Context: an optimization exercise on an open-source flow, tuned for small area. The choices shown serve that exercise and are no tape-out recipe. The RTL was checked by simulation tests, not by an equivalence proof against the original design. No activity file was given, so power comes from the tool's default toggle rates. The clock port is modelled as an ideal driver; clocking choices that lean on that would not hold on a real chip.

== job 3143 ==
## nvm_cmd_issuer
module nvm_cmd_issuer #(
    parameter int DEPTH     = 16,
    parameter int AW        = 4,
    parameter int RETRY_GAP = 8,
    parameter int ISSUE_GAP = 2
) (
    input  logic          clk,
    input  logic          rst_n,
    input  logic          tbl_wr_en,
    input  logic [AW-1:0] tbl_wr_addr,
    input  logic [7:0]    tbl_wr_arg0,
    input  logic [31:0]   tbl_wr_arg1,
    input  logic [31:0]   tbl_wr_arg2,
    input  logic [31:0]   tbl_wr_arg3,
    input  logic [7:0]    tbl_wr_arg4,
    input  logic          start,
    input  logic [AW:0]   num_cmds,
    input  logic          loop_en,
    input  logic          stop,
    output logic          bus_command_enable,
    output logic [7:0]    bus_arg0,
    output logic [31:0]   bus_arg1,
    output logic [31:0]   bus_arg2,
    output logic [31:0]   bus_arg3,
    output logic [7:0]    bus_arg4,
    input  logic          bus_is_issuable,
    output logic          busy,
    output logic          done,
    output logic [31:0]   stall_cycles,
    output logic [31:0]   issued_count
);
For scale: ~5000 cells after synthesis, roughly 1900 flip-flops, roughly 310 I/O pins, roughly 0.063 sq mm of cells after synthesis.
Settings: LEC_CHECK=0, CAP_MARGIN=20, CORE_MARGIN=2, CORE_UTILIZATION=40, SLEW_MARGIN=20, SYNTH_HIERARCHICAL=1; clock period 6.0 ns.
standard.sh (not shown) runs the stock make flow with config.mk's settings and CLKGATE_MAP_FILE= SYNTH_SCRIPT=/design/flow/synth_recipe.tcl, a recipe that flattens the netlist after the stock synthesis.
==> flow/flow/run.sh <==
#!/bin/bash
# Standard layout (bash standard.sh) with two changes:
#  - ports are buffered with sky130_fd_sc_hd__buf_1 (the resizer sizes them
#    up later where a port needs more drive);
#  - clock tree synthesis clusters up to 30 sinks per leaf buffer (clkbuf_16), and
#    inserts no dummy loads.
# make's full output goes to flow_make.log in the work folder; ORFS keeps each
# tool's own log under orfs/logs.
set -euo pipefail
export BUFFER_PORTS_ARGS="-buffer_cell sky130_fd_sc_hd__buf_1"
export CTS_ARGS="-sink_clustering_enable -repair_clock_nets -sink_clustering_size 30 -sink_clustering_max_diameter 150 -buf_list sky130_fd_sc_hd__clkbuf_16 -dont_use_dummy_load"
bash standard.sh > flow_make.log 2>&1
Job 3143 completed; timing, DRC and antenna clean
Modified inputs, job 8110 compared to job 3143
--- a/flow/design.v
+++ b/flow/design.v
@@ -27,56 +27,89 @@
     parameter int W     = 111
 ) (
     input  logic          clk,
     input  logic          wr_en,
     input  logic [AW-1:0] wr_addr,
     input  logic [W-1:0]  wr_data,
     input  logic [AW-1:0] rd_addr,
+    input  logic [AW-1:0] rd_addr_d,
     output logic [W-1:0]  rd_data
 );
     logic [W-1:0]     mem [16];
+    logic [15:0]      phase;
     logic [15:0]      sel;
+    logic             par_q;
     for (genvar e = 0; e < 16; e++) begin : g_ent
         logic we, hold;
         assign we   = wr_en && (wr_addr == AW'(e));
         assign hold = !we;
         assign sel[e] = (rd_addr == AW'(e));
         for (genvar b = 0; b < W; b++) begin : g_bit
             nvm_cmd_bit u_bit (
                 .clk  (clk),
                 .we   (we),
                 .hold (hold),
                 .d    (wr_data[b]),
                 .q    (mem[e][b])
             );
         end
+        nvm_cmd_pbit u_phase (
+            .clk  (clk),
+            .hold (hold),
+            .q    (phase[e])
+        );
+    end
+    always_ff @(posedge clk) begin
+        par_q <= !phase[rd_addr_d];
     end
     for (genvar b = 0; b < W; b++) begin : g_rd
         logic [5:0] t;   
         for (genvar k = 0; k < 5; k++) begin : g_aoi
             nvm_cmd_aoi222 u_aoi (
                 .a0 (mem[3*k][b]),   .s0 (sel[3*k]),
                 .a1 (mem[3*k+1][b]), .s1 (sel[3*k+1]),
                 .a2 (mem[3*k+2][b]), .s2 (sel[3*k+2]),
                 .y  (t[k])
             );
         end
         assign t[5] = !(mem[15][b] && sel[15]);
-        assign rd_data[b] = !(&t);
+        assign rd_data[b] = !(&t) ^ par_q;
     end
 endmodule
 module nvm_cmd_bit (
     input  logic clk,
     input  logic we,
     input  logic hold,
     input  logic d,
     output logic q
 );
-    always_ff @(posedge clk) begin
-        q <= (we & d) | (hold & q);
+    logic nxt;
+    nvm_cmd_oai22 u_oai (
+        .a0 (we),   .b0 (q),
+        .a1 (hold), .b1 (d),
+        .y  (nxt)
+    );
+    always_ff @(posedge clk) begin
+        q <= nxt;
+    end
+endmodule
+module nvm_cmd_oai22 (
+    input  logic a0, b0,
+    input  logic a1, b1,
+    output logic y
+);
+    assign y = !((a0 | b0) & (a1 | b1));
+endmodule
+module nvm_cmd_pbit (
+    input  logic clk,
+    input  logic hold,
+    output logic q
+);
+    always_ff @(posedge clk) begin
+        q <= !(hold & q);
     end
 endmodule
 module nvm_cmd_aoi222 (
     input  logic a0, s0,
     input  logic a1, s1,
     input  logic a2, s2,
     output logic y
@@ -143,16 +176,17 @@
                      tbl_wr_arg3, tbl_wr_arg4};
     assign wr_en  = tbl_wr_en && st_idle && !(start && num_ok);
     nvm_cmd_table #(.DEPTH(DEPTH), .AW(AW), .W(111)) u_table (
         .clk     (clk),
         .wr_en   (wr_en),
         .wr_addr (tbl_wr_addr),
         .wr_data (wr_cmd),
-        .rd_addr (idx_q),
-        .rd_data (rd_cmd)
+        .rd_addr   (idx_q),
+        .rd_addr_d (idx_d),
+        .rd_data   (rd_cmd)
     );
     always_ff @(posedge clk) begin
         if (!rst_n) begin
             state_q <= nvm_cmd_pkg::IDLE;
         end else begin
             state_q <= state_d;
         end
## What came out
Compared with job 3143, job 8110 shows a higher relative contribution of the clock network to total power. Compared with job 3143, job 8110 has less setup slack. Job 8110 ends up with lower part of the power in combinational logic than job 3143 does. NOTE multi-input logic cell count job 3143->job 8110 increased by a few percent. Going from job 3143 to job 8110, register share of the cell area rose 2.6 points; via count picked up an extra 1.8%; synthesized area decreased 4.0%.

[re-timing with driven ports]
How much do the figures lean on ideal ports? The routed layouts below were timed once more, with nothing changed but the port constraints. Step 1 sets driving cells, clkbuf_16 on the clock port and buf_2 on the other inputs (assumed; they add their load-dependent delay and slew). Step 2 moves the port delays by t, midway between the first and last clock arrival at a register: inputs arrive t later, outputs are due t later. That takes back most of the time a late clock gives input paths. Three values: no drivers, after step 1, after step 2; two values: the first two.
run | t, ns | setup slack, ns | latest minus earliest clock arrival (ns) | worst register clock-pin slew, ns | pins driven straight from the clock port
job 3143 | 0.799 | 0.697 / 0.617 / 0.954 | 0.087 / 0.087 | 0.12 / 0.12 | 1
job 8110 | 0.762 | 0.395 / 0.319 / 0.899 | 0.116 / 0.116 | 0.12 / 0.12 | 1
After both steps setup and hold are still met in every run listed.
